This design comes from an exercise in tuning for small area, a short achievable clock period and few clock cycles on the open sky130 flow, not from production work.
In this exercise RTL edits were held to simulation tests only and were not proved equivalent to the original.
The clock port is modelled as an ideal driver; clocking choices that lean on that would not hold on a real chip.
Power and IR drop assume default switching activity.

==> flow/run.sh <==
#!/bin/bash
# The standard layout, with three changes to how it is made:
#  - synthesis may not pick the larger o22ai sizes, so the RAM read cells
#    start small (the resizer may still upsize them later);
#  - the ports get small, fast buffers (buf_2) instead of delay cells;
#  - the clock tree has no dummy loads and larger sink clusters.
# Each step's full output goes to its own log file here.
set -e
PLATFORM_DONT_USE="sky130_fd_sc_hd__probe_p_8 sky130_fd_sc_hd__probec_p_8 sky130_fd_sc_hd__lpflow_bleeder_1 sky130_fd_sc_hd__lpflow_clkbufkapwr_1 sky130_fd_sc_hd__lpflow_clkbufkapwr_16 sky130_fd_sc_hd__lpflow_clkbufkapwr_2 sky130_fd_sc_hd__lpflow_clkbufkapwr_4 sky130_fd_sc_hd__lpflow_clkbufkapwr_8 sky130_fd_sc_hd__lpflow_clkinvkapwr_1 sky130_fd_sc_hd__lpflow_clkinvkapwr_16 sky130_fd_sc_hd__lpflow_clkinvkapwr_2 sky130_fd_sc_hd__lpflow_clkinvkapwr_4 sky130_fd_sc_hd__lpflow_clkinvkapwr_8 sky130_fd_sc_hd__lpflow_decapkapwr_12 sky130_fd_sc_hd__lpflow_decapkapwr_3 sky130_fd_sc_hd__lpflow_decapkapwr_4 sky130_fd_sc_hd__lpflow_decapkapwr_6 sky130_fd_sc_hd__lpflow_decapkapwr_8 sky130_fd_sc_hd__lpflow_inputiso0n_1 sky130_fd_sc_hd__lpflow_inputiso0p_1 sky130_fd_sc_hd__lpflow_inputiso1n_1 sky130_fd_sc_hd__lpflow_inputiso1p_1 sky130_fd_sc_hd__lpflow_inputisolatch_1 sky130_fd_sc_hd__lpflow_isobufsrc_1 sky130_fd_sc_hd__lpflow_isobufsrc_16 sky130_fd_sc_hd__lpflow_isobufsrc_2 sky130_fd_sc_hd__lpflow_isobufsrc_4 sky130_fd_sc_hd__lpflow_isobufsrc_8 sky130_fd_sc_hd__lpflow_isobufsrckapwr_16 sky130_fd_sc_hd__lpflow_lsbuf_lh_hl_isowell_tap_1 sky130_fd_sc_hd__lpflow_lsbuf_lh_hl_isowell_tap_2 sky130_fd_sc_hd__lpflow_lsbuf_lh_hl_isowell_tap_4 sky130_fd_sc_hd__lpflow_lsbuf_lh_isowell_4 sky130_fd_sc_hd__lpflow_lsbuf_lh_isowell_tap_1 sky130_fd_sc_hd__lpflow_lsbuf_lh_isowell_tap_2 sky130_fd_sc_hd__lpflow_lsbuf_lh_isowell_tap_4 "
bash standard.sh DONT_USE_CELLS="$PLATFORM_DONT_USE sky130_fd_sc_hd__o22ai_2 sky130_fd_sc_hd__o22ai_4" synth > synth.log 2>&1
bash standard.sh \
    BUFFER_PORTS_ARGS="-buffer_cell sky130_fd_sc_hd__buf_2" \
    CTS_ARGS="-sink_clustering_enable -repair_clock_nets -dont_use_dummy_load -sink_clustering_size 25 -sink_clustering_max_diameter 100" \
    finish > layout.log 2>&1
==> standard.sh <==
#!/bin/bash
# synth_recipe.tcl (not shown) runs the flow's synth.tcl, then flattens the netlist and writes it again
# the make line also repeats each setting of config.mk as NAME=value (left out here)
make -C /OpenROAD-flow-scripts/flow DESIGN_CONFIG=/design/flow/config.mk WORK_HOME=/design/flow/orfs CLKGATE_MAP_FILE= SYNTH_SCRIPT=/design/flow/synth_recipe.tcl "${@:-finish}"
==> config.mk <==
export PLATFORM = sky130hd
export DESIGN_NAME = soc_top
export DESIGN_NICKNAME = soc_top
export VERILOG_FILES = /design/flow/design.v
export SDC_FILE = /design/flow/constraint.sdc
export NUM_CORES = 4
export LEC_CHECK = 0
export CAP_MARGIN = 40
export CORE_MARGIN = 2
export CORE_UTILIZATION = 60
export CTS_CLUSTER_DIAMETER = 100
export CTS_CLUSTER_SIZE = 25
export PLACE_DENSITY = 0.72
export SETUP_SLACK_MARGIN = 3
export SLEW_MARGIN = 40
export SYNTH_HIERARCHICAL = 1
export SYNTH_MINIMUM_KEEP_SIZE = 0
==> constraint.sdc <==
create_clock -name core_clock -period 9.0 [get_ports {clk}]
set_input_delay 1.8000 -clock core_clock [delete_from_list [all_inputs] [get_ports {clk}]]
set_output_delay 1.8000 -clock core_clock [all_outputs]
set_load 0.01 [all_outputs]
==> design.v <==
`timescale 1ns/100ps
package soc_pkg;
    localparam int DATA_W = 32;
    localparam int ADDR_W = 32;
    typedef struct packed {
        logic              we;
        logic [ADDR_W-1:0] addr;
        logic [DATA_W-1:0] wdata;
    } bus_req_t;
    localparam int RAM_WORDS = 64;
    localparam int RAM_AW    = 6;
    localparam logic [3:0] BLK_RAM  = 4'h0;
    localparam logic [3:0] BLK_FACT = 4'h8;
    localparam logic [3:0] BLK_GPIO = 4'h9;
    typedef enum logic [1:0] {
        SEL_RAM,
        SEL_FACT,
        SEL_GPIO,
        SEL_NONE
    } rd_sel_t;
    localparam logic [1:0] FACT_N    = 2'd0;
    localparam logic [1:0] FACT_GO   = 2'd1;
    localparam logic [1:0] FACT_STAT = 2'd2;
    localparam logic [1:0] FACT_RES  = 2'd3;
    localparam logic [3:0] FACT_MAX_N = 4'd12;
    localparam logic [1:0] GPIO_IN1  = 2'd0;
    localparam logic [1:0] GPIO_IN2  = 2'd1;
    localparam logic [1:0] GPIO_OUT1 = 2'd2;
    localparam logic [1:0] GPIO_OUT2 = 2'd3;
    localparam int SCAN_DIV = 16;
    typedef struct packed {
        logic [1:0] src;
        logic       upper;
    } disp_mode_t;
    localparam logic [1:0] DISP_GPO1  = 2'd0;
    localparam logic [1:0] DISP_GPO2  = 2'd1;
    localparam logic [1:0] DISP_ADDR  = 2'd2;
    localparam logic [1:0] DISP_WDATA = 2'd3;
endpackage
`timescale 1ns/100ps
module addr_decode (
    input  soc_pkg::bus_req_t bus,
    output logic              ram_we,
    output logic              fact_we,
    output logic              gpio_we,
    output soc_pkg::rd_sel_t  rd_sel
);
    logic       in_window;
    logic [3:0] blk;
    assign in_window = (bus.addr[soc_pkg::ADDR_W-1:12] == '0);
    assign blk       = bus.addr[11:8];
    always_comb
    begin
        ram_we  = 1'b0;
        fact_we = 1'b0;
        gpio_we = 1'b0;
        rd_sel  = soc_pkg::SEL_NONE;
        if (in_window)
        begin
            case (blk)
                soc_pkg::BLK_RAM:
                begin
                    ram_we = bus.we;
                    rd_sel = soc_pkg::SEL_RAM;
                end
                soc_pkg::BLK_FACT:
                begin
                    fact_we = bus.we;
                    rd_sel  = soc_pkg::SEL_FACT;
                end
                soc_pkg::BLK_GPIO:
                begin
                    gpio_we = bus.we;
                    rd_sel  = soc_pkg::SEL_GPIO;
                end
                default:
                begin
                    rd_sel = soc_pkg::SEL_NONE;
                end
            endcase
        end
    end
endmodule
`timescale 1ns/100ps
module ram_hold (
    input  logic q,
    input  logic hold,
    input  logic w,
    input  logic load,
    output logic d
);
    assign d = (q & hold) | (w & load);
endmodule
module ram_read2 (
    input  logic a0,
    input  logic s0_n,
    input  logic a1,
    input  logic s1_n,
    output logic y
);
    assign y = ~((a0 | s0_n) & (a1 | s1_n));
endmodule
module rd_nor2 (
    input  logic a,
    input  logic b,
    output logic y
);
    assign y = ~(a | b);
endmodule
module rd_nand4 (
    input  logic a,
    input  logic b,
    input  logic c,
    input  logic d,
    output logic y
);
    assign y = ~(a & b & c & d);
endmodule
`timescale 1ns/100ps
module fact_accel (
    input  logic                        clk,
    input  logic                        rst_n,
    input  logic                        we,
    input  soc_pkg::bus_req_t           bus,
    output logic [soc_pkg::DATA_W-1:0]  rdata
);
    logic [1:0]                 offset;
    logic [3:0]                 n_reg;
    logic [3:0]                 job_n;
    logic                       done;
    logic                       error;
    logic [soc_pkg::DATA_W-1:0] result;
    assign offset = bus.addr[3:2];
    always_ff @(posedge clk)
    begin
        if (!rst_n)
        begin
            n_reg <= '0;
            job_n <= 4'hF;
            done  <= 1'b0;
        end
        else if (we)
        begin
            if (offset == soc_pkg::FACT_N)
            begin
                n_reg <= bus.wdata[3:0];
            end
            if ((offset == soc_pkg::FACT_GO) && bus.wdata[0])
            begin
                job_n <= n_reg;
                done  <= 1'b1;
            end
        end
    end
    assign error = done && (job_n > soc_pkg::FACT_MAX_N);
    assign result = ({soc_pkg::DATA_W{job_n == 4'd0}} & 32'd1)
                  | ({soc_pkg::DATA_W{job_n == 4'd1}} & 32'd1)
                  | ({soc_pkg::DATA_W{job_n == 4'd2}} & 32'd2)
                  | ({soc_pkg::DATA_W{job_n == 4'd3}} & 32'd6)
                  | ({soc_pkg::DATA_W{job_n == 4'd4}} & 32'd24)
                  | ({soc_pkg::DATA_W{job_n == 4'd5}} & 32'd120)
                  | ({soc_pkg::DATA_W{job_n == 4'd6}} & 32'd720)
                  | ({soc_pkg::DATA_W{job_n == 4'd7}} & 32'd5040)
                  | ({soc_pkg::DATA_W{job_n == 4'd8}} & 32'd40320)
                  | ({soc_pkg::DATA_W{job_n == 4'd9}} & 32'd362880)
                  | ({soc_pkg::DATA_W{job_n == 4'd10}} & 32'd3628800)
                  | ({soc_pkg::DATA_W{job_n == 4'd11}} & 32'd39916800)
                  | ({soc_pkg::DATA_W{job_n == 4'd12}} & 32'd479001600);
    always_comb
    begin
        case (offset)
            soc_pkg::FACT_N:    rdata = {{(soc_pkg::DATA_W-4){1'b0}}, n_reg};
            soc_pkg::FACT_GO:   rdata = '0;
            soc_pkg::FACT_STAT: rdata = {{(soc_pkg::DATA_W-2){1'b0}}, error, done};
            soc_pkg::FACT_RES:  rdata = result;
        endcase
    end
endmodule
`timescale 1ns/100ps
module gpio_port (
    input  logic                        clk,
    input  logic                        rst_n,
    input  logic                        we,
    input  soc_pkg::bus_req_t           bus,
    input  logic [7:0]                  gpi1,
    input  logic [7:0]                  gpi2,
    output logic [soc_pkg::DATA_W-1:0]  rdata,
    output logic [soc_pkg::DATA_W-1:0]  gpo1,
    output logic [soc_pkg::DATA_W-1:0]  gpo2
);
    logic [1:0] offset;
    assign offset = bus.addr[3:2];
    logic                        load1;
    logic                        load2;
    logic                        hold1;
    logic                        hold2;
    logic [soc_pkg::DATA_W-1:0]  gpo1_d;
    logic [soc_pkg::DATA_W-1:0]  gpo2_d;
    assign load1 = rst_n && we && (offset == soc_pkg::GPIO_OUT1);
    assign load2 = rst_n && we && (offset == soc_pkg::GPIO_OUT2);
    assign hold1 = rst_n && !(we && (offset == soc_pkg::GPIO_OUT1));
    assign hold2 = rst_n && !(we && (offset == soc_pkg::GPIO_OUT2));
    for (genvar b = 0; b < soc_pkg::DATA_W; b++)
    begin : g_bit
        ram_hold u_hold1 (
            .q    (gpo1[b]),
            .hold (hold1),
            .w    (bus.wdata[b]),
            .load (load1),
            .d    (gpo1_d[b])
        );
        ram_hold u_hold2 (
            .q    (gpo2[b]),
            .hold (hold2),
            .w    (bus.wdata[b]),
            .load (load2),
            .d    (gpo2_d[b])
        );
    end
    always_ff @(posedge clk)
    begin
        gpo1 <= gpo1_d;
        gpo2 <= gpo2_d;
    end
    always_comb
    begin
        case (offset)
            soc_pkg::GPIO_IN1:  rdata = {{(soc_pkg::DATA_W-8){1'b0}}, gpi1};
            soc_pkg::GPIO_IN2:  rdata = {{(soc_pkg::DATA_W-8){1'b0}}, gpi2};
            soc_pkg::GPIO_OUT1: rdata = gpo1;
            soc_pkg::GPIO_OUT2: rdata = gpo2;
        endcase
    end
endmodule
`timescale 1ns/100ps
module seg_display (
    input  logic                        clk,
    input  logic                        rst_n,
    input  soc_pkg::bus_req_t           bus,
    input  logic [7:0]                  switches,
    input  logic [soc_pkg::DATA_W-1:0]  gpo1,
    input  logic [soc_pkg::DATA_W-1:0]  gpo2,
    output logic [7:0]                  seg,
    output logic [7:0]                  an
);
    logic [soc_pkg::ADDR_W-1:0]           last_addr;
    logic [soc_pkg::DATA_W-1:0]           last_wdata;
    soc_pkg::disp_mode_t                  mode;
    logic [soc_pkg::DATA_W-1:0]           src_word;
    logic [15:0]                          hw_sel;
    logic [15:0]                          hw_reg;
    logic [$clog2(soc_pkg::SCAN_DIV)-1:0] div_cnt;
    logic [2:0]                           digit;
    logic [31:0]                          disp_word;
    logic [3:0]                           nibble;
    logic                                 wd_load;
    logic                                 wd_hold;
    logic [soc_pkg::DATA_W-1:0]           last_wdata_d;
    assign mode = soc_pkg::disp_mode_t'(switches[7:5]);
    always_comb
    begin
        case (mode.src)
            soc_pkg::DISP_GPO1:  src_word = gpo1;
            soc_pkg::DISP_GPO2:  src_word = gpo2;
            soc_pkg::DISP_ADDR:  src_word = last_addr;
            soc_pkg::DISP_WDATA: src_word = last_wdata;
        endcase
    end
    assign hw_sel = mode.upper ? src_word[31:16] : src_word[15:0];
    assign wd_load = rst_n && bus.we;
    assign wd_hold = rst_n && !bus.we;
    for (genvar b = 0; b < soc_pkg::DATA_W; b++)
    begin : g_wd
        ram_hold u_hold (
            .q    (last_wdata[b]),
            .hold (wd_hold),
            .w    (bus.wdata[b]),
            .load (wd_load),
            .d    (last_wdata_d[b])
        );
    end
    always_ff @(posedge clk)
    begin
        last_wdata <= last_wdata_d;
        if (!rst_n)
        begin
            last_addr <= '0;
            hw_reg    <= '0;
        end
        else
        begin
            last_addr <= bus.addr;
            hw_reg    <= hw_sel;
        end
    end
    always_ff @(posedge clk)
    begin
        if (!rst_n)
        begin
            {digit, div_cnt} <= '0;
        end
        else
        begin
            {digit, div_cnt} <= {digit, div_cnt} + 1'b1;
        end
    end
    assign disp_word = {last_addr[15:0], hw_reg};
    assign nibble    = disp_word[{digit, 2'b00} +: 4];
    assign an  = ~(8'b0000_0001 << digit);
    always_comb
    begin
        case (nibble)
            4'h0: seg = 8'hC0;
            4'h1: seg = 8'hF9;
            4'h2: seg = 8'hA4;
            4'h3: seg = 8'hB0;
            4'h4: seg = 8'h99;
            4'h5: seg = 8'h92;
            4'h6: seg = 8'h82;
            4'h7: seg = 8'hF8;
            4'h8: seg = 8'h80;
            4'h9: seg = 8'h90;
            4'hA: seg = 8'h88;
            4'hB: seg = 8'h83;
            4'hC: seg = 8'hC6;
            4'hD: seg = 8'hA1;
            4'hE: seg = 8'h86;
            4'hF: seg = 8'h8E;
        endcase
    end
endmodule
`timescale 1ns/100ps
module soc_top (
    input  logic                        clk,
    input  logic                        rst_n,
    input  logic [64:0]                 bus,
    input  logic [7:0]                  gpi1,
    input  logic [7:0]                  gpi2,
    input  logic [7:0]                  switches,
    output logic [soc_pkg::DATA_W-1:0]  rdata,
    output logic [soc_pkg::DATA_W-1:0]  gpo1,
    output logic [soc_pkg::DATA_W-1:0]  gpo2,
    output logic [7:0]                  seg,
    output logic [7:0]                  an
);
    localparam int W = soc_pkg::DATA_W;
    localparam int N = soc_pkg::RAM_WORDS;
    localparam int G  = N / 2;
    soc_pkg::bus_req_t          req;
    logic                       ram_we;
    logic                       fact_we;
    logic                       gpio_we;
    soc_pkg::rd_sel_t           rd_sel;
    logic [W-1:0]               fact_rdata;
    logic [W-1:0]               gpio_rdata;
    logic [W-1:0]               other_rdata;
    logic                       in_window;
    logic                       ram_en;
    logic                       fact_en;
    logic                       gpio_en;
    logic [N-1:0][W-1:0]        mem;
    logic [N-1:0][W-1:0]        mem_d;
    logic [soc_pkg::RAM_AW-1:0] word_addr;
    logic [N-1:0]               sel;
    logic [N-1:0]               sel_n;
    logic [N-1:0]               load;
    logic [N-1:0]               hold;
    logic [W-1:0][G-1:0]        part_z;
    logic [W-1:0]               ram_rdata;
    logic [W-1:0][G/2-1:0]      l1_n;
    logic [W-1:0][G/8-1:0]      l2;
    logic [W-1:0][G/16-1:0]     l3_n;
    assign req = bus;
    addr_decode u_decode (
        .bus     (req),
        .ram_we  (ram_we),
        .fact_we (fact_we),
        .gpio_we (gpio_we),
        .rd_sel  (rd_sel)
    );
    fact_accel u_fact (
        .clk   (clk),
        .rst_n (rst_n),
        .we    (fact_we),
        .bus   (req),
        .rdata (fact_rdata)
    );
    gpio_port u_gpio (
        .clk   (clk),
        .rst_n (rst_n),
        .we    (gpio_we),
        .bus   (req),
        .gpi1  (gpi1),
        .gpi2  (gpi2),
        .rdata (gpio_rdata),
        .gpo1  (gpo1),
        .gpo2  (gpo2)
    );
    seg_display u_disp (
        .clk      (clk),
        .rst_n    (rst_n),
        .bus      (req),
        .switches (switches),
        .gpo1     (gpo1),
        .gpo2     (gpo2),
        .seg      (seg),
        .an       (an)
    );
    assign word_addr = req.addr[soc_pkg::RAM_AW+1:2];
    always_comb
    begin
        for (int i = 0; i < N; i++)
        begin
            sel[i]  = (word_addr == i[soc_pkg::RAM_AW-1:0]);
            sel_n[i] = !sel[i];
            load[i] = ram_we && sel[i];
            hold[i] = !load[i];
        end
    end
    for (genvar i = 0; i < N; i++)
    begin : g_word
        for (genvar b = 0; b < W; b++)
        begin : g_bit
            ram_hold u_hold (
                .q    (mem[i][b]),
                .hold (hold[i]),
                .w    (req.wdata[b]),
                .load (load[i]),
                .d    (mem_d[i][b])
            );
        end
    end
    always_ff @(posedge clk)
    begin
        mem <= mem_d;
    end
    for (genvar b = 0; b < W; b++)
    begin : g_rd
        for (genvar g = 0; g < G; g++)
        begin : g_p2
            ram_read2 u_read (
                .a0   (mem[2*g][b]),
                .s0_n (sel_n[2*g]),
                .a1   (mem[2*g+1][b]),
                .s1_n (sel_n[2*g+1]),
                .y    (part_z[b][g])
            );
        end
        for (genvar k = 0; k < G/2; k++)
        begin : g_l1
            rd_nor2 u_l1 (
                .a (part_z[b][2*k]),
                .b (part_z[b][2*k+1]),
                .y (l1_n[b][k])
            );
        end
        for (genvar k = 0; k < G/8; k++)
        begin : g_l2
            rd_nand4 u_l2 (
                .a (l1_n[b][4*k]),
                .b (l1_n[b][4*k+1]),
                .c (l1_n[b][4*k+2]),
                .d (l1_n[b][4*k+3]),
                .y (l2[b][k])
            );
        end
        for (genvar k = 0; k < G/16; k++)
        begin : g_l3
            rd_nor2 u_l3 (
                .a (l2[b][2*k]),
                .b (l2[b][2*k+1]),
                .y (l3_n[b][k])
            );
        end
        assign ram_rdata[b] = &l3_n[b];
    end
    assign in_window = (req.addr[soc_pkg::ADDR_W-1:12] == '0);
    assign ram_en    = in_window && (req.addr[11:8] == soc_pkg::BLK_RAM);
    assign fact_en   = in_window && (req.addr[11:8] == soc_pkg::BLK_FACT);
    assign gpio_en   = in_window && (req.addr[11:8] == soc_pkg::BLK_GPIO);
    assign other_rdata = ({W{fact_en}} & fact_rdata) | ({W{gpio_en}} & gpio_rdata);
    assign rdata = ({W{ram_en}} & ram_rdata) | other_rdata;
endmodule
==> results of run 1 <==
==> cells in the final DEF, fill, tap and decap left out, types with 8 or more instances in the layout <==
master     instances
mux2_2            33
mux4_2            37
buf_2            149
buf_4            391
nand2_4           32
bufbuf_16         15
nor2_2           187
nand2_8           52
and2_1            44
o22ai_4           15
inv_1              8
nor2_1           424
nand2_2            9
nand2b_1           8
o32ai_4           24
o21ai_0            9
mux2i_1           52
buf_6             71
a22o_1          2148
nor2b_1           50
nand2_1           86
nand4_1          193
buf_16            29
clkbuf_16        106
buf_12            75
buf_8              9
o22ai_2           41
nand3_1           14
dfxtp_1         2208
nor3_1             9
a21oi_1           16
nor2_4            63
o22ai_1          972
==> stage by stage <==
stage | power, mW | area [sq um] | hold WS, ns
after CTS | 15.7 | 90900 | 0.461
after floorplan | 10.3 | 78400 | 0.414
after global placement | 10.8 | 83400 | 0.426
final | 15.9 | 93100 | 0.458
after detailed placement | 10.9 | 83500 | 0.440
after global routing | 16.2 | 93100 | 0.483
==> routing by layer <==
metal / wire length, um / global-route usage / share of wire
met1: 118000 / 0.591 / 0.38
met2: 131000 / 0.633 / 0.42
met3: 43400 / 0.142 / 0.14
met4: 21900 / 0.255 / 0.070
met5: 125 / 0.00363 / 0.00040
==> critical path, cell delays in order <==
cell	delay, ns
buf_16	0.12
nand2b_4	0.20
buf_6	0.12
nor2_4	0.13
nand2_8	0.18
buf_12	0.14
buf_4	0.12
o22ai_1	0.08
nor2_1	0.25
nand4_1	0.37
nor2_4	0.45
nand4_1	0.18
o32ai_2	0.35
buf_4	0.22
==> what timing repair did <==
item	in CTS	in global routing
cloned	54	10
setup buffers	109	115
endpoints found under the setup margin	32	32
pin swaps	203	185
resized for setup	610	171
==> worst max path at each step <==
stage,startpoint,slack (ns),endpoint
floorplan,bus[38],3.38,rdata[30]
global placement,bus[37],1.52,rdata[30]
detailed placement,bus[34],1.55,rdata[13]
CTS,bus[34],2.77,rdata[10]
global route,bus[37],2.54,rdata[16]
finish,bus[37],2.44,rdata[24]
==> power by group through the flow <==
stage / Combinational, mW / Clock, mW / Sequential (mW)
2_1_floorplan: 0.282 / 0 / 10.0
3_3_place_gp: 0.819 / 0 / 10.0
3_5_place_dp: 0.832 / 0 / 10.0
4_1_cts: 0.978 / 4.96 / 9.79
5_1_grt: 1.09 / 5.30 / 9.80
6_report: 1.10 / 5.01 / 9.79
==> cell type report <==
cell class | instances | area, sq um
repair buffers | 747 | 7600
inverters | 10 | 37.5
flip-flops and latches | 2208 | 44200
diodes | 1 | 2.50
multi-input cells | 4618 | 36600
well taps | 1742 | 2180
clock buffers | 98 | 2450
fillers | 9354 | 36600
==> flow_summary.ini, run 1 <==
[status]
status = finished clean

[sta]
timing_hold_violations_final = 0
rsz0062_at_grt = true
finClkSkew_ns = 0.0401
setup_ws_ns = 2.44
slew_viol_final = 0
period_minus_slack_ns = 6.56
max_freq_ghz = 0.152
slew_headroom = 0.378
setup_viol = 0
worst_slew_pin_slew_ns = 0.933
finalCritPeriodShare = 0.729
tns_ns = 0

[setup_path]
worst-r2r-setup-slack_ns = 7.34
crit_path_end_kind = output pin
r2r_cells = 3
worstSetupPathType = input pin to output pin
reg2reg_to = u_disp.digit[2]$_SDFF_PN0_
reg2reg_from = u_disp.digit[0]$_SDFF_PN0_
cp_max_fo = 8
crit_arrival_ns = 4.76
cp.required_ns = 7.20
cp-start-kind = input pin

[cts]
clock_latency_ns = 0.75
cts.root.buffer_cell = clkbuf_16
cts_tree = done
clock_sinks = 2208
cts_hold_buf = 0
htreeDepth = 3
path_clk_slew_ns = 0.09
numCtsBuffers = 98
cts_buffer_depth = 3

[power]
vdd_drop_max_mv = 0.188
net-switching-power_mw = 3.89
leakage_nw = 37.4
pwr-share-clk = 0.315
pwr-share-seq = 0.616
swShare = 0.245
p_per_area_nw_per_um2 = 171
intPower_mw = 12.0
comb_power_share = 0.069

[die]
rows = 132
io-pin-count = 203
die_h_um = 366
die_w_um = 366
start_util = 0.605
design.core.area_sq_um = 130000
dieArea_sq_um = 134000

[global_route]
grt_max_degree = 69
grt_pass1_vias = 64600
grt_use_total = 0.444
antenna_found_initial = 11
grt_pass1_wl_mm = 443
grt_overflow = 0

[layout]
postLayoutCoreUtil = 0.718
layout.nets = 7781
drive_above_1_share = 0.181
top_register = mem
largest_reg_flops = 2048
instances_no_fill = 9424
areaGrowthSynthToFinish_pct = 18.6

[placed_design]
dp.cells = 9034
routabilityCongestion = 0.958
port_buffers = 196
dp_hpwl_mm = 178
post-place-ws_ns = 1.55

[routing]
avgViaCountPerCell = 7.59
ant_nets = 0
dr.pass1.iters = 6
wirelength_mm = 314
drcViolationCount = 0
num_vias = 71500
wl_per_cell_um = 33.3
initialDrtViolationCount = 10500

[synthesis]
syn_area_per_cell_sq_um = 11.3
syn_area_sq_um = 78400
ys_warn_count = 11
synthCells = 6917

[job]
max_cap_viol_count = 0

[min_path]
worstHoldStart = u_disp.div_cnt[0]$_SDFF_PN0_
hold_depth = 1
hold_path.class = flop to flop
whs_endpoint = u_disp.div_cnt[0]$_SDFF_PN0_
Testbench counts, summed over its fixed seeds: cycles 3,077.
==> run 2, diff against run 1 <==
--- a/config.mk
+++ b/config.mk
@@ -12,5 +12,5 @@
 export CTS_CLUSTER_SIZE = 25
 export PLACE_DENSITY = 0.72
-export SETUP_SLACK_MARGIN = 3
+export SETUP_SLACK_MARGIN = 4
 export SLEW_MARGIN = 40
 export SYNTH_HIERARCHICAL = 1
==> flow_summary.ini, run 2 <==
[synthesis]
synthCells = 6917
syn_area_per_cell_sq_um = 11.3
ys_warn_count = 11
syn_area_sq_um = 78400

[power]
pwr-share-clk = 0.313
power_mw = 16.0
net-switching-power_mw = 3.94
leakage_nw = 36.9
p_per_area_nw_per_um2 = 171
intPower_mw = 12.0
swShare = 0.247
vdd_drop_max_mv = 0.162
comb_power_share = 0.073
pwr-share-seq = 0.613

[sta]
max_freq_ghz = 0.150
worst_slew_pin_slew_ns = 0.915
slew_headroom = 0.390
finalCritPeriodShare = 0.738
timing_hold_violations_final = 0
tns_ns = 0
finClkSkew_ns = 0.0264
setup_viol = 0
period_minus_slack_ns = 6.65
slew_viol_final = 0
rsz0062_at_grt = true

[routing]
initialDrtViolationCount = 10800
ant_nets = 0
avgViaCountPerCell = 7.64
drcViolationCount = 0
num_vias = 72100
wl_per_cell_um = 34.1
dr.pass1.iters = 9
wirelength_mm = 321

[setup_path]
cp_common_cell = nand4_1
reg2reg_from = u_gpio.gpo2[24]$_DFF_P_
crit_path_top_delay_cell = nor2_4
reg2reg_to = u_disp.hw_reg[8]$_SDFF_PN0_
cp_max_fo = 16
cp-start-kind = input pin
worst-r2r-setup-slack_ns = 7.68
crit_arrival_ns = 4.85
crit_path_end_kind = output pin
crit_path_max_incr_delay_ns = 0.53
cp-startpoint = bus[36]
endpoint = rdata[8]
cp.required_ns = 7.20
worstSetupPathType = input pin to output pin
cp_cell_sequence = buf_16 > nand2b_4 > nor3_4 > buf_12 > nand2_4 > o22ai_1 > nor2_1 > nand4_1 > nor2_4 > nand4_1 > o32ai_4 > buf_2
r2r_cells = 3

[global_route]
grt_pass1_wl_mm = 444
antenna_found_initial = 15
grt_pass1_vias = 64500
grt_overflow = 0
grt_max_degree = 69
grt_use_total = 0.446

[layout]
areaGrowthSynthToFinish_pct = 18.9
drive_above_1_share = 0.179
layout_common_cells = dfxtp_1, a22o_1, o22ai_1, nor2_1, buf_4
final_common_cell = dfxtp_1
layout.nets = 7782
top_register = mem
nFillCells = 9280
largest_reg_flops = 2048

[cts]
path_clk_slew_ns = 0.10
cts.root.buffer_cell = clkbuf_16
cts_buffer_depth = 3
clock_sinks = 2208
htreeDepth = 3
cts_tree = done
numCtsBuffers = 98
clock_latency_ns = 0.74

[die]
design.core.area_sq_um = 130000
die_h_um = 366
die_w_um = 366
dieArea_sq_um = 134000
start_util = 0.605
rows = 132
io-pin-count = 203

[min_path]
hold_path.class = flop to flop
hold_depth = 1

[placed_design]
dp_hpwl_mm = 169
routabilityCongestion = 1.01
port_buffers = 196

[job]
max_cap_viol_count = 0

[status]
status = finished clean
[run 2: how the worst min path moves through the flow]
stage / startpoint / endpoint / slack (ns)
finish: u_disp.div_cnt[0]$_SDFF_PN0_ / u_disp.div_cnt[0]$_SDFF_PN0_ / 0.46
global route: u_disp.div_cnt[0]$_SDFF_PN0_ / u_disp.div_cnt[0]$_SDFF_PN0_ / 0.48
CTS: u_disp.div_cnt[0]$_SDFF_PN0_ / u_disp.div_cnt[0]$_SDFF_PN0_ / 0.46
detailed placement: u_disp.div_cnt[0]$_SDFF_PN0_ / u_disp.div_cnt[0]$_SDFF_PN0_ / 0.44
global placement: u_disp.div_cnt[0]$_SDFF_PN0_ / u_disp.div_cnt[0]$_SDFF_PN0_ / 0.43
floorplan: u_disp.div_cnt[0]$_SDFF_PN0_ / u_disp.div_cnt[0]$_SDFF_PN0_ / 0.41
[run 2: final cells by class]
type,count,area (sq um),area share
Sequential cell,2208,44200,0.474
Multi-Input combinational cell,4689,38000,0.408
Timing Repair Buffer,677,6340,0.0680
Clock buffer,98,2450,0.0263
Tap cell,1742,2180,0.0234
Inverter,10,37.5,0.000403
Antenna cell,8,20.0,0.000215
[run 2: stage by stage]
step           instances  setup WS (ns)  utilization  instance area (sq um)  hold WS [ns]
2_1_floorplan       6920           3.68            -                  79100         0.414
3_3_place_gp        8920           1.50        0.642                  83200         0.431
3_5_place_dp        8924           1.41        0.643                  83400         0.437
4_1_cts             9232           2.78        0.696                  90200         0.456
5_1_grt             9425           2.38        0.719                  93200         0.475
6_report            9432           2.35        0.719                  93200         0.459
[run 2: critical path, delay by kind of cell]
family,cells,cell delay [ns]
buffers and inverters,3,0.50
AOI/OAI and AO/OA,2,0.62
and+or+nand+nor,7,1.88
[run 2: metal layers]
| metal | global-route usage | wire length, um | vias up |
|---|---|---|---|
| met5 | 0 | 87 | - |
| met4 | 0.254 | 22700 | 14 |
| met3 | 0.152 | 47100 | 1154 |
| met2 | 0.633 | 133000 | 5497 |
| met1 | 0.591 | 119000 | 35600 |
| li1 | - | - | 29800 |
[run 2: power groups by stage]
| stage | Combinational (mW) | Sequential [mW] | Clock [mW] |
|---|---|---|---|
| floorplan | 0.304 | 10.0 | 0 |
| global placement | 0.806 | 10.0 | 0 |
| detailed placement | 0.823 | 10.0 | 0 |
| CTS | 0.990 | 9.79 | 4.95 |
| global route | 1.15 | 9.80 | 5.31 |
| finish | 1.17 | 9.79 | 5.01 |
[run 2: what timing repair did]
item,in CTS,in global routing
setup buffers,133,165
resized for setup,374,204
cloned,77,24
pin swaps,186,252
hold buffers,0,0
setup endpoints to repair,38,37
==> run 3, diff against run 2 <==
--- a/config.mk
+++ b/config.mk
@@ -8,8 +8,8 @@
 export CAP_MARGIN = 40
 export CORE_MARGIN = 2
-export CORE_UTILIZATION = 60
+export CORE_UTILIZATION = 70
 export CTS_CLUSTER_DIAMETER = 100
 export CTS_CLUSTER_SIZE = 25
-export PLACE_DENSITY = 0.72
+export PLACE_DENSITY = 0.8
 export SETUP_SLACK_MARGIN = 4
 export SLEW_MARGIN = 40
==> flow_summary.ini, run 3 <==
[power]
leakage_nw = 36.3
vdd_drop_max_mv = 0.202
p_per_area_nw_per_um2 = 173
power_mw = 15.9

[cts]
cts_buffer_depth = 3
clock_sinks = 2208
htreeDepth = 3
clock_latency_ns = 0.75
cts_tree = done
cts.root.buffer_cell = clkbuf_16
numCtsBuffers = 98
cts_hold_buf = 0
path_clk_slew_ns = 0.09

[setup_path]
crit_path_top_delay_cell = o32ai_4
r2r_cells = 3
cp_cell_sequence = buf_16 > nand2_8 > nor2_4 > buf_12 > nand2_8 > o22ai_1 > nor2_1 > nand4_1 > nor2_4 > nand4_1 > o32ai_4 > buf_2
crit_path_end_kind = output pin
cp-startpoint = bus[34]
reg2reg_from = u_disp.last_addr[1]$_SDFF_PN0_
cp.required_ns = 7.20
endpoint = rdata[6]
crit_path_max_incr_delay_ns = 0.55
worst-r2r-setup-slack_ns = 7.66
crit_arrival_ns = 5.04
worstSetupPathType = input pin to output pin
reg2reg_to = u_disp.hw_reg[1]$_SDFF_PN0_
cp_max_fo = 10
cp-start-kind = input pin

[layout]
postLayoutCoreUtil = 0.828
drive_above_1_share = 0.165
largest_reg_flops = 2048
layout.nets = 7704
areaGrowthSynthToFinish_pct = 17.2
layout_common_cells = dfxtp_1, a22o_1, o22ai_1, nor2_1, buf_4
fin_area_sq_um = 91900
final_common_cell = dfxtp_1
top_register = mem

[sta]
slew_viol_final = 0
max_freq_ghz = 0.146
setup_viol = 0
slew_headroom = 0.366
worst_slew_pin_slew_ns = 0.951
period_minus_slack_ns = 6.84
timing_hold_violations_final = 0
finClkSkew_ns = 0.0209
finalCritPeriodShare = 0.760
tns_ns = 0
rsz0062_at_grt = true

[global_route]
grt_pass1_wl_mm = 453
antenna_found_initial = 15
grt_use_total = 0.520
grt_overflow = 0
grt_pass1_vias = 67900
grt_max_degree = 70

[routing]
wirelength_mm = 319
initialDrtViolationCount = 13300
dr.pass1.iters = 14
ant_nets = 0
avgViaCountPerCell = 8.14
drcViolationCount = 0
num_vias = 74100
wl_per_cell_um = 35.1

[die]
rows = 122
die_w_um = 339
design.core.area_sq_um = 111000
die_h_um = 339
dieArea_sq_um = 115000
io-pin-count = 203
start_util = 0.707

[placed_design]
dp_hpwl_mm = 168
port_buffers = 196
placed_cell_area_sq_um = 83200
routabilityCongestion = 1.01

[min_path]
hold_path.class = flop to flop

[synthesis]
syn_area_sq_um = 78400
synthCells = 6917
ys_warn_count = 11
syn_area_per_cell_sq_um = 11.3

[job]
max_cap_viol_count = 0

[status]
status = finished clean
-- run 3: cell count changes in the layout (fill, tap and decap cells not counted), moves of 9 or more --
cell,previous run,this run
buf_4,354,294
o22ai_1,975,1001
buf_6,68,51
o22ai_4,17,2
nand2_4,49,36
buf_12,76,64
nand2_1,77,88
o22ai_2,36,25
buf_16,12,21
-- run 3: critical path, delay by kind of cell --
family,cells,cell delay (ns)
and+or+nand+nor,7,1.94
AOI/OAI and AO/OA,2,0.66
buffers and inverters,3,0.59
-- run 3: area by class of cell --
type,instances,area (sq um)
Antenna cell,12,30.0
Clock buffer,98,2450
Fill cell,6330,19000
Inverter,10,37.5
Multi-Input combinational cell,4690,37700
Sequential cell,2208,44200
Tap cell,1488,1860
Timing Repair Buffer,598,5670
-- run 3: report_power, final --
| part | switching, mW | internal, mW | total, mW |
|---|---|---|---|
| sequential | 0.0111 | 9.78 | 9.79 |
| clock | 3.02 | 1.95 | 4.97 |
| combinational | 0.892 | 0.288 | 1.18 |
-- run 3: worst min-delay path by stage --
| stage | from | to | depth (start not counted) |
|---|---|---|---|
| finish | u_disp.div_cnt[0]$_SDFF_PN0_ | u_disp.div_cnt[0]$_SDFF_PN0_ | 1 |
| global route | u_disp.div_cnt[0]$_SDFF_PN0_ | u_disp.div_cnt[0]$_SDFF_PN0_ | 1 |
| CTS | u_disp.div_cnt[0]$_SDFF_PN0_ | u_disp.div_cnt[0]$_SDFF_PN0_ | 1 |
| detailed placement | u_disp.div_cnt[0]$_SDFF_PN0_ | u_disp.div_cnt[0]$_SDFF_PN0_ | 1 |
| global placement | u_disp.div_cnt[0]$_SDFF_PN0_ | u_disp.div_cnt[0]$_SDFF_PN0_ | 1 |
| floorplan | u_disp.div_cnt[0]$_SDFF_PN0_ | u_disp.div_cnt[0]$_SDFF_PN0_ | 1 |
-- run 3: routing by layer --
layer  vias up  GRT usage  part of all wire
met2      7105      0.714              0.40
met4        22      0.359             0.093
met3      1803      0.214              0.17
met1     35600      0.662              0.34
met5         -     0.0104            0.0017
li1      29600          -                 -
-- run 3: repair_timing --
item / CTS / global route
endpoints found under the hold margin: 0 / 0
setup buffers: 148 / 73
endpoints found under the setup margin: 39 / 36
cloned: 85 / 14
resized for setup: 396 / 101
pin swaps: 200 / 160
-- run 3: through the flow --
step / hold slack, ns / std cells / setup slack, ns
final: 0.458 / 9104 / 2.16
after floorplan: 0.414 / 6920 / 3.68
after CTS: 0.465 / 9003 / 2.72
after detailed placement: 0.448 / 8672 / 1.47
after global placement: 0.429 / 8662 / 1.52
after global routing: 0.501 / 9093 / 2.17
==> run 4, diff against run 3 <==
--- a/config.mk
+++ b/config.mk
@@ -8,8 +8,8 @@
 export CAP_MARGIN = 40
 export CORE_MARGIN = 2
-export CORE_UTILIZATION = 70
+export CORE_UTILIZATION = 50
 export CTS_CLUSTER_DIAMETER = 100
 export CTS_CLUSTER_SIZE = 25
-export PLACE_DENSITY = 0.8
+export PLACE_DENSITY = 0.65
 export SETUP_SLACK_MARGIN = 4
 export SLEW_MARGIN = 40
==> flow_summary.ini, run 4 <==
[sta]
max_freq_ghz = 0.149
finalCritPeriodShare = 0.746
whs_ns = 0.453
period_minus_slack_ns = 6.71
setup_viol = 0
slew_headroom = 0.375
worst_slew_pin_slew_ns = 0.938
finClkSkew_ns = 0.0299
rsz0062_at_grt = true
slew_viol_final = 0
timing_hold_violations_final = 0
setup_ws_ns = 2.29
tns_ns = 0

[layout]
final_common_cell = dfxtp_1
layout_common_cells = dfxtp_1, a22o_1, o22ai_1, nor2_1, buf_4
areaGrowthSynthToFinish_pct = 17.7
top_register = mem
drive_above_1_share = 0.169
largest_reg_flops = 2048
layout.nets = 7705
nFillCells = 12900
instances_no_fill = 9668

[die]
die_h_um = 400
die_w_um = 400
rows = 145
io-pin-count = 203
start_util = 0.503
dieArea_sq_um = 160000
design.core.area_sq_um = 156000

[job]
max_cap_viol_count = 0

[setup_path]
crit_arrival_ns = 4.91
cp-start-kind = input pin
reg2reg_from = u_gpio.gpo2[23]$_DFF_P_
worst-r2r-setup-slack_ns = 7.54
reg2reg_to = u_disp.hw_reg[7]$_SDFF_PN0_
cp.required_ns = 7.20
crit_path_end_kind = output pin
cp_max_fo = 7
cp-startpoint = bus[35]
r2r_cells = 3
worstSetupPathType = input pin to output pin
endpoint = rdata[6]

[cts]
cts.root.buffer_cell = clkbuf_16
cts_tree = done
cts_buffer_depth = 3
htreeDepth = 3
numCtsBuffers = 99
clock_sinks = 2208
clock_latency_ns = 0.77
path_clk_slew_ns = 0.09
cts_hold_buf = 0

[global_route]
grt_max_degree = 70
grt_use_total = 0.395
grt_overflow = 0
grt_pass1_wl_mm = 468
antenna_found_initial = 15
grt_pass1_vias = 65100

[routing]
wirelength_mm = 330
avgViaCountPerCell = 7.34
ant_nets = 0
num_vias = 71000
dr.pass1.iters = 9
drcViolationCount = 0
wl_per_cell_um = 34.2
initialDrtViolationCount = 9582

[power]
intPower_mw = 12.0
pwr-share-clk = 0.317
p_per_area_nw_per_um2 = 173
power_mw = 16.0
pwr-share-seq = 0.614
net-switching-power_mw = 3.94
leakage_nw = 36.7
vdd_drop_max_mv = 0.181
comb_power_share = 0.070
swShare = 0.247

[status]
status = finished clean

[placed_design]
dp.cells = 9248
routabilityCongestion = 0.940
post-place-ws_ns = 1.48
port_buffers = 196
dp_hpwl_mm = 180

[synthesis]
ys_warn_count = 11
synthCells = 6917
syn_area_sq_um = 78400
syn_area_per_cell_sq_um = 11.3

[min_path]
hold_path.class = flop to flop
-- run 4: layout make-up --
class | instances | area (sq um) | share of cell area
repair buffers | 620 | 5670 | 0.0614
multi-input cells | 4668 | 37300 | 0.404
flip-flops and latches | 2208 | 44200 | 0.479
well taps | 2058 | 2570 | 0.0279
clock buffers | 99 | 2480 | 0.0268
inverters | 10 | 37.5 | 0.000407
diodes | 5 | 12.5 | 0.000136
-- run 4: power groups by stage --
stage	registers, mW	logic (mW)	clock network [mW]
CTS	9.79	1.02	5.05
finish	9.79	1.11	5.05
detailed placement	10.0	0.854	0
global route	9.80	1.10	5.37
floorplan	10.0	0.304	0
global placement	10.0	0.839	0
-- run 4: per-layer routing --
metal,part of all wire,vias up,routed length [um],global-route usage
li1,-,29600,-,-
met1,0.38,35500,127000,0.522
met2,0.42,4868,139000,0.572
met3,0.13,961,43300,0.127
met4,0.064,12,21100,0.208
met5,0.00035,-,115,0.00666
-- run 4: stage by stage --
stage / instance area [sq um] / util
floorplan: 79100 / -
global placement: 83600 / 0.536
detailed placement: 83900 / 0.538
CTS: 91200 / 0.585
global route: 92300 / 0.592
finish: 92300 / 0.592
-- run 4: worst min-delay path by stage --
stage                                               to  slack (ns)  cells after the start                          from
after floorplan           u_disp.div_cnt[0]$_SDFF_PN0_        0.41                      1  u_disp.div_cnt[0]$_SDFF_PN0_
after global placement    u_disp.div_cnt[0]$_SDFF_PN0_        0.43                      1  u_disp.div_cnt[0]$_SDFF_PN0_
after detailed placement  u_disp.div_cnt[0]$_SDFF_PN0_        0.43                      1  u_disp.div_cnt[0]$_SDFF_PN0_
after CTS                 u_disp.div_cnt[0]$_SDFF_PN0_        0.45                      1  u_disp.div_cnt[0]$_SDFF_PN0_
after global routing      u_disp.div_cnt[0]$_SDFF_PN0_        0.47                      1  u_disp.div_cnt[0]$_SDFF_PN0_
final                     u_disp.div_cnt[0]$_SDFF_PN0_        0.45                      1  u_disp.div_cnt[0]$_SDFF_PN0_
-- run 4: repair_timing --
| item | CTS | global route |
|---|---|---|
| endpoints found under the hold margin | 0 | 0 |
| buffers inserted | 172 | 65 |
| pin swaps | 300 | 143 |
| setup endpoints to repair | 39 | 35 |
| gates cloned | 74 | 2 |
| resized for setup | 441 | 75 |
-- run 4: worst max-delay path, stage by stage --
cell and delay [ns]:
buf_12 0.13, buf_12 0.15, nand2b_4 0.14, buf_6 0.12, nor2_4 0.04, buf_8 0.15, buf_12 0.15, nand2_8 0.15
o22ai_4 0.10, nor2_4 0.18, nand4_1 0.45, nor2_1 0.31, nand4_1 0.18, o32ai_4 0.58, buf_2 0.24
==> run 5, diff against run 4 <==
--- a/design.v
+++ b/design.v
@@ -101,20 +101,4 @@
     assign y = ~((a0 | s0_n) & (a1 | s1_n));
 endmodule
-module rd_nor2 (
-    input  logic a,
-    input  logic b,
-    output logic y
-);
-    assign y = ~(a | b);
-endmodule
-module rd_nand4 (
-    input  logic a,
-    input  logic b,
-    input  logic c,
-    input  logic d,
-    output logic y
-);
-    assign y = ~(a & b & c & d);
-endmodule
 `timescale 1ns/100ps
 module fact_accel (
@@ -368,7 +352,4 @@
     logic [W-1:0][G-1:0]        part_z;
     logic [W-1:0]               ram_rdata;
-    logic [W-1:0][G/2-1:0]      l1_n;
-    logic [W-1:0][G/8-1:0]      l2;
-    logic [W-1:0][G/16-1:0]     l3_n;
     assign req = bus;
     addr_decode u_decode (
@@ -447,31 +428,5 @@
             );
         end
-        for (genvar k = 0; k < G/2; k++)
-        begin : g_l1
-            rd_nor2 u_l1 (
-                .a (part_z[b][2*k]),
-                .b (part_z[b][2*k+1]),
-                .y (l1_n[b][k])
-            );
-        end
-        for (genvar k = 0; k < G/8; k++)
-        begin : g_l2
-            rd_nand4 u_l2 (
-                .a (l1_n[b][4*k]),
-                .b (l1_n[b][4*k+1]),
-                .c (l1_n[b][4*k+2]),
-                .d (l1_n[b][4*k+3]),
-                .y (l2[b][k])
-            );
-        end
-        for (genvar k = 0; k < G/16; k++)
-        begin : g_l3
-            rd_nor2 u_l3 (
-                .a (l2[b][2*k]),
-                .b (l2[b][2*k+1]),
-                .y (l3_n[b][k])
-            );
-        end
-        assign ram_rdata[b] = &l3_n[b];
+        assign ram_rdata[b] = !(|part_z[b]);
     end
     assign in_window = (req.addr[soc_pkg::ADDR_W-1:12] == '0);
--- a/flow/run.sh
+++ b/flow/run.sh
@@ -4,5 +4,7 @@
 #    start small (the resizer may still upsize them later);
 #  - the ports get small, fast buffers (buf_2) instead of delay cells;
-#  - the clock tree has no dummy loads and larger sink clusters.
+#  - the clock tree has no dummy loads and larger sink clusters;
+#  - after clock tree synthesis, flow/sizer.tcl upsizes gates on the worst
+#    setup paths one at a time while the worst slack improves.
 # Each step's full output goes to its own log file here.
 set -e
@@ -12,3 +14,4 @@
     BUFFER_PORTS_ARGS="-buffer_cell sky130_fd_sc_hd__buf_2" \
     CTS_ARGS="-sink_clustering_enable -repair_clock_nets -dont_use_dummy_load -sink_clustering_size 25 -sink_clustering_max_diameter 100" \
+    POST_CTS_TCL="$PWD/flow/sizer.tcl" \
     finish > layout.log 2>&1
==> flow/sizer.tcl (new file) <==
# Greedy gate upsizing on the worst setup paths: for each gate on the worst
# path, try the larger drive strengths of the same cell and keep the one that
# most improves the worst slack. Registers are left as they are.
proc sizer_candidates { master_name } {
  if { ![regexp {^(sky130_fd_sc_hd__[a-z0-9]+)_([0-9]+)$} $master_name -> base size] } { return {} }
  set out {}
  foreach s {1 2 4 6 8 12 16} {
    if { $s <= $size } { continue }
    set cell [get_lib_cells -quiet */${base}_$s]
    if { $cell ne "" } { lappend out ${base}_$s }
  }
  return $out
}

proc sizer_run { iters } {
  set block [ord::get_db_block]
  set tried [dict create]
  for { set it 0 } { $it < $iters } { incr it } {
    set wns [sta::worst_slack -max]
    set path [lindex [find_timing_paths -path_delay max -group_path_count 1] 0]
    set best_gain 0.0
    set best {}
    foreach point [get_property $path points] {
      set pin [get_property $point pin]
      if { [get_property $pin direction] ne "output" } { continue }
      set pname [get_full_name $pin]
      if { ![regexp {^(.*)/([^/]+)$} $pname -> iname pport] } { continue }
      set inst [$block findInst $iname]
      if { $inst eq "NULL" } { continue }
      set m [[$inst getMaster] getName]
      if { [regexp {df|clkbuf|clkinv|clkdly} $m] } { continue }
      foreach cand [sizer_candidates $m] {
        replace_cell $iname $cand
        set gain [expr { [sta::worst_slack -max] - $wns }]
        if { $gain > $best_gain + 1e-4 } { set best_gain $gain; set best [list $iname $cand] }
        replace_cell $iname $m
      }
    }
    if { $best eq {} } { puts "sizer: no gain at iteration $it, wns $wns"; break }
    replace_cell {*}$best
    if { $it % 10 == 0 } { puts "sizer: iter $it wns [sta::worst_slack -max] ($best)" }
  }
  puts "sizer: done, wns [sta::worst_slack -max]"
}

# Run after clock tree synthesis (POST_CTS_TCL hook): size up, then legalize
log_cmd estimate_parasitics -placement
puts "sizer: start, wns [sta::worst_slack -max]"
sizer_run 400
log_cmd detailed_placement
check_placement -verbose
log_cmd estimate_parasitics -placement
puts "sizer: after legalization, wns [sta::worst_slack -max]"
--- a/config.mk
+++ b/config.mk
@@ -8,8 +8,8 @@
 export CAP_MARGIN = 40
 export CORE_MARGIN = 2
-export CORE_UTILIZATION = 50
+export CORE_UTILIZATION = 60
 export CTS_CLUSTER_DIAMETER = 100
 export CTS_CLUSTER_SIZE = 25
-export PLACE_DENSITY = 0.65
+export PLACE_DENSITY = 0.72
 export SETUP_SLACK_MARGIN = 4
 export SLEW_MARGIN = 40
==> flow_summary.ini, run 5 <==
[status]
status = finished clean

[cts]
cts_tree = done
path_clk_slew_ns = 0.09
clock_latency_ns = 0.78
clock_sinks = 2208

[layout]
drive_above_1_share = 0.185
layout.nets = 7346
instances_no_fill = 8910
layout_common_cells = dfxtp_1, a22o_1, o22ai_1, buf_4, buf_2
nFillCells = 8709
postLayoutCoreUtil = 0.732
areaGrowthSynthToFinish_pct = 21.6
top_register = mem
final_common_cell = dfxtp_1
largest_reg_flops = 2048

[sta]
timing_hold_violations_final = 0
rsz0062_at_grt = true
worst_slew_pin_slew_ns = 0.948
slew_headroom = 0.368
setup_viol = 0
finalCritPeriodShare = 0.724
whs_ns = 0.460
tns_ns = 0
max_freq_ghz = 0.154
slew_viol_final = 0
finClkSkew_ns = 0.0218
period_minus_slack_ns = 6.51

[routing]
drcViolationCount = 0
ant_nets = 0
num_vias = 69600
wl_per_cell_um = 35.6
avgViaCountPerCell = 7.81
wirelength_mm = 317
dr.pass1.iters = 6
initialDrtViolationCount = 10400

[setup_path]
cp-startpoint = bus[37]
cp_max_fo = 9
cp-start-kind = input pin
cp_cell_sequence = buf_12 > nand2b_4 > nor2_4 > buf_12 > nand2_8 > o22ai_1 > nor4_4 > nand4_1 > or4_4 > o21ai_2 > buf_2
crit_arrival_ns = 4.71
r2r_cells = 4
crit_family = simple AND/OR/NAND/NOR gates
crit_path_max_incr_delay_ns = 0.59
crit_path_top_delay_cell = or4_4
cp.required_ns = 7.20
cp_common_cell = buf_12
cp_num_buf_inv = 3
worstSetupPathType = input pin to output pin
reg2reg_from = u_disp.digit[1]$_SDFF_PN0_
cp.depth = 11
crit_path_end_kind = output pin

[min_path]
hold_depth = 1
hold_path.class = flop to flop
worstHoldStart = u_disp.div_cnt[0]$_SDFF_PN0_

[die]
die_h_um = 361
io-pin-count = 203
dieArea_sq_um = 131000
start_util = 0.602
die_w_um = 361
design.core.area_sq_um = 127000
rows = 131

[placed_design]
routabilityCongestion = 0.949
dp.cells = 8453
port_buffers = 196
dp_hpwl_mm = 166

[global_route]
grt_pass1_wl_mm = 453
grt.met3_usage = 0.141
grt_max_degree = 69
met2_usage = 0.665
globalRouteMet1Util = 0.588
grt_use_total = 0.465
busiest_layer = met2
grt_pass1_vias = 65300
grt_overflow = 0
antenna_found_initial = 6

[synthesis]
ys_warn_count = 11
synthCells = 6453
syn_area_per_cell_sq_um = 11.9
syn_area_sq_um = 76600

[power]
pwr-share-seq = 0.615
vdd_drop_max_mv = 0.157
p_per_area_nw_per_um2 = 171
power_mw = 15.9
comb_power_share = 0.070
leakage_nw = 37.6
pwr-share-clk = 0.315
net-switching-power_mw = 3.86
swShare = 0.242
intPower_mw = 12.1

[job]
max_cap_viol_count = 0
run 5: path summary, 6_finish.rpt:
| check | to | slack, ns |
|---|---|---|
| setup / recovery | rdata[9] | 2.49 |
| hold / removal | u_disp.div_cnt[0]$_SDFF_PN0_ | 0.46 |
| setup reg to reg | u_disp.digit[2]$_SDFF_PN0_ | 7.71 |
| hold reg to reg | u_disp.div_cnt[0]$_SDFF_PN0_ | 0.46 |
run 5: cell type report:
class                   instances  area (sq um)  share of cell area
well taps                    1662          2080              0.0223
diodes                          2          5.00           0.0000537
inverters                      74           278             0.00298
repair buffers                698          6630              0.0711
multi-input cells            4168         37500               0.403
clock buffers                  98          2450              0.0263
flip-flops and latches       2208         44200               0.475
run 5: layer usage:
metal	wire, um	part of all wire
met5	43	0.00014
met4	29200	0.092
met1	114000	0.36
met3	41400	0.13
met2	132000	0.42
run 5: worst register-to-register path: cells and delay by family, from the launching register on:
family                 cells  cell delay [ns]
AND/OR/NAND/NOR            2             0.44
buffers and inverters      1             0.20
flip-flops                 1             0.42
AO/OA/AOI/OAI              1             0.16
run 5: power groups by stage:
stage	combinational [mW]	sequential (mW)	clock, mW
2_1_floorplan	0.271	10.0	0
3_3_place_gp	0.777	10.0	0
3_5_place_dp	0.808	10.0	0
5_1_grt	1.11	9.80	5.32
6_report	1.11	9.79	5.01
run 5: metrics by stage:
stage	instance area [sq um]	setup WS (ns)
after floorplan	77600	3.68
after global placement	81800	1.14
after detailed placement	82600	1.26
after global routing	93200	2.58
final	93200	2.49
Testbench counts of run 5, summed over its fixed seeds: cycles 3,077.
==> run 6, diff against run 5 <==
--- a/flow/run.sh
+++ b/flow/run.sh
@@ -6,5 +6,6 @@
 #  - the clock tree has no dummy loads and larger sink clusters;
 #  - after clock tree synthesis, flow/sizer.tcl upsizes gates on the worst
-#    setup paths one at a time while the worst slack improves.
+#    setup paths one at a time while the worst slack improves, and again
+#    after global routing (flow/post_cts.tcl, flow/post_grt.tcl).
 # Each step's full output goes to its own log file here.
 set -e
@@ -14,4 +15,5 @@
     BUFFER_PORTS_ARGS="-buffer_cell sky130_fd_sc_hd__buf_2" \
     CTS_ARGS="-sink_clustering_enable -repair_clock_nets -dont_use_dummy_load -sink_clustering_size 25 -sink_clustering_max_diameter 100" \
-    POST_CTS_TCL="$PWD/flow/sizer.tcl" \
+    POST_CTS_TCL="$PWD/flow/post_cts.tcl" \
+    POST_GLOBAL_ROUTE_TCL="$PWD/flow/post_grt.tcl" \
     finish > layout.log 2>&1
==> flow/post_cts.tcl (new file) <==
# POST_CTS_TCL hook: size up gates on the worst setup paths, then legalize
source [file join [file dirname [info script]] sizer.tcl]
log_cmd estimate_parasitics -placement
puts "sizer: start, wns [sta::worst_slack -max]"
sizer_run 400
log_cmd detailed_placement
check_placement -verbose
log_cmd estimate_parasitics -placement
puts "sizer: after legalization, wns [sta::worst_slack -max]"
==> flow/post_grt.tcl (new file) <==
# POST_GLOBAL_ROUTE_TCL hook: size up again with global-route parasitics,
# legalize, reroute the changed nets and rewrite the route guides
source [file join [file dirname [info script]] sizer.tcl]
log_cmd global_route -start_incremental
log_cmd estimate_parasitics -global_routing
puts "sizer: start, wns [sta::worst_slack -max]"
sizer_run 400
log_cmd detailed_placement
check_placement -verbose
log_cmd global_route -end_incremental
log_cmd estimate_parasitics -global_routing
puts "sizer: after reroute, wns [sta::worst_slack -max]"
write_guides $::env(RESULTS_DIR)/route.guide
--- a/flow/sizer.tcl
+++ b/flow/sizer.tcl
@@ -43,11 +43,2 @@
   puts "sizer: done, wns [sta::worst_slack -max]"
 }
-
-# Run after clock tree synthesis (POST_CTS_TCL hook): size up, then legalize
-log_cmd estimate_parasitics -placement
-puts "sizer: start, wns [sta::worst_slack -max]"
-sizer_run 400
-log_cmd detailed_placement
-check_placement -verbose
-log_cmd estimate_parasitics -placement
-puts "sizer: after legalization, wns [sta::worst_slack -max]"
==> flow_summary.ini, run 6 <==
[die]
io-pin-count = 203
start_util = 0.602
dieArea_sq_um = 131000
rows = 131
die_h_um = 361
design.core.area_sq_um = 127000
die_w_um = 361

[layout]
multi_input_area_sq_um = 37600
largest_reg_flops = 2048
layout.nets = 7346
top_register = mem
area.sequential_sq_um = 44200
areaGrowthSynthToFinish_pct = 21.9
nFillCells = 8668
final_common_cell = dfxtp_1
layout_common_cells = dfxtp_1, a22o_1, o22ai_1, buf_4, buf_2
drive_above_1_share = 0.187
instances_no_fill = 8910

[placed_design]
routabilityCongestion = 0.949
port_buffers = 196
dp.cells = 8453
dp_hpwl_mm = 166

[sta]
setup_viol = 0
finalCritPeriodShare = 0.728
whs_ns = 0.460
timing_hold_violations_final = 0
period_minus_slack_ns = 6.55
worst_slew_pin_slew_ns = 0.958
slew_viol_final = 0
finClkSkew_ns = 0.0269
tns_ns = 0
slew_headroom = 0.361
max_freq_ghz = 0.153

[synthesis]
synthCells = 6453
syn_area_per_cell_sq_um = 11.9
syn_area_sq_um = 76600
ys_warn_count = 11

[power]
vdd_drop_max_mv = 0.156
leakage_nw = 37.7
p_per_area_nw_per_um2 = 171

[global_route]
grt_max_degree = 69
grt_pass1_vias = 65300
grt_overflow = 0
grt_use_total = 0.465
grt_pass1_wl_mm = 453
antenna_found_initial = 6

[status]
status = finished clean

[setup_path]
endpoint = rdata[9]
cp.required_ns = 7.20
cp-startpoint = bus[37]
worst-r2r-setup-slack_ns = 7.71
crit_path_top_delay_cell = or4_4
worstSetupPathType = input pin to output pin
cp_cell_sequence = buf_12 > nand2b_4 > nor2_4 > buf_16 > nand2_8 > o22ai_1 > nor4_4 > nand4_1 > or4_4 > o21ai_2 > buf_2
crit_arrival_ns = 4.75
reg2reg_to = u_disp.digit[2]$_SDFF_PN0_
crit_path_max_incr_delay_ns = 0.58
cp-start-kind = input pin
cp.depth = 11
reg2reg_from = u_disp.digit[1]$_SDFF_PN0_
r2r_cells = 4
crit_path_end_kind = output pin
cp_max_fo = 9
crit_family = simple AND/OR/NAND/NOR gates
cp_num_buf_inv = 3

[routing]
num_vias = 69900
drcViolationCount = 0
avgViaCountPerCell = 7.84
wirelength_mm = 318
ant_nets = 0
initialDrtViolationCount = 9845
wl_per_cell_um = 35.7
dr.pass1.iters = 6

[job]
max_cap_viol_count = 0

[cts]
clock_latency_ns = 0.78
cts_tree = done
clock_sinks = 2208
path_clk_slew_ns = 0.09

[min_path]
hold_path.class = flop to flop
run 6: area by class of cell:
class                   instances  share of cell area
repair buffers                698              0.0726
flip-flops and latches       2208               0.473
clock buffers                  98              0.0263
well taps                    1662              0.0223
inverters                      74             0.00297
diodes                          2           0.0000536
multi-input cells            4168               0.403
run 6: per-layer routing:
layer	vias up	track usage	share of wire
met3	1259	0.141	0.13
met2	5229	0.665	0.42
met5	-	0	0.000094
met4	6	0.353	0.092
met1	34700	0.588	0.36
li1	28700	-	-
run 6: power by group:
part / total [mW] / switching, mW / internal, mW / leakage [nW]
Combinational: 1.12 / 0.793 / 0.330 / 18.7
Clock: 5.01 / 3.06 / 1.95 / 1.21
Sequential: 9.79 / 0.0114 / 9.78 / 17.8
run 6: stage by stage:
| step | cell area [sq um] | utilization | power (mW) | worst slack (ns) |
|---|---|---|---|---|
| floorplan | 77600 | - | 10.3 | 3.68 |
| detailed placement | 82600 | 0.649 | 10.8 | 1.26 |
| finish | 93400 | 0.734 | 15.9 | 2.45 |
| global placement | 81800 | 0.643 | 10.8 | 1.14 |
run 6: worst min-delay path by stage:
stage / from / end / slack (ns) / cells after the start
global placement: u_disp.div_cnt[0]$_SDFF_PN0_ / u_disp.div_cnt[0]$_SDFF_PN0_ / 0.44 / 1
detailed placement: u_disp.div_cnt[0]$_SDFF_PN0_ / u_disp.div_cnt[0]$_SDFF_PN0_ / 0.44 / 1
floorplan: u_disp.div_cnt[0]$_SDFF_PN0_ / u_disp.div_cnt[0]$_SDFF_PN0_ / 0.41 / 1
finish: u_disp.div_cnt[0]$_SDFF_PN0_ / u_disp.div_cnt[0]$_SDFF_PN0_ / 0.46 / 1
run 6: worst reg2reg max path, cell delays in order (launching register included):
cell and delay [ns]:
dfxtp_4 0.42, buf_4 0.20, nand2_1 0.09, or3_1 0.35
a21boi_0 0.16

## what the ideal ports hide
Ports are ideal in the flow. The routed layouts listed here were re-timed in OpenROAD.
Step 1 assumes that a clkbuf_16 drives the clock port and a buf_2 every other input.
Step 2, shift: input delay + t, output delay - t, t = (earliest + latest rising clock arrival at the registers) / 2. This alone moves slack from input paths to output paths.
a / b / c = no drivers / after step 1 / after step 2; a / b = the first two.
run	t (ns)	setup WS [ns]	hold slack, ns	latest minus earliest clock arrival (ns)	pins driven straight from the clock port
run 1	0.831	2.442 / 2.204 / 2.204	0.458 / 0.458 / 0.458	0.084 / 0.085	1
run 2	0.836	2.354 / 2.158 / 2.158	0.459 / 0.459 / 0.459	0.076 / 0.075	1
run 3	0.818	2.159 / 2.050 / 2.050	0.458 / 0.458 / 0.458	0.059 / 0.059	1
run 4	0.826	2.288 / 2.236 / 2.236	0.453 / 0.453 / 0.453	0.124 / 0.124	1
run 5	0.857	2.486 / 2.246 / 2.246	0.460 / 0.460 / 0.460	0.047 / 0.047	1
run 6	0.855	2.451 / 2.204 / 2.204	0.460 / 0.460 / 0.460	0.049 / 0.049	1
After both steps setup and hold are still met in every run listed. The setup slack of run 6, which loses most, moves by -0.247 ns with the drivers and by -0.247 ns with both steps.
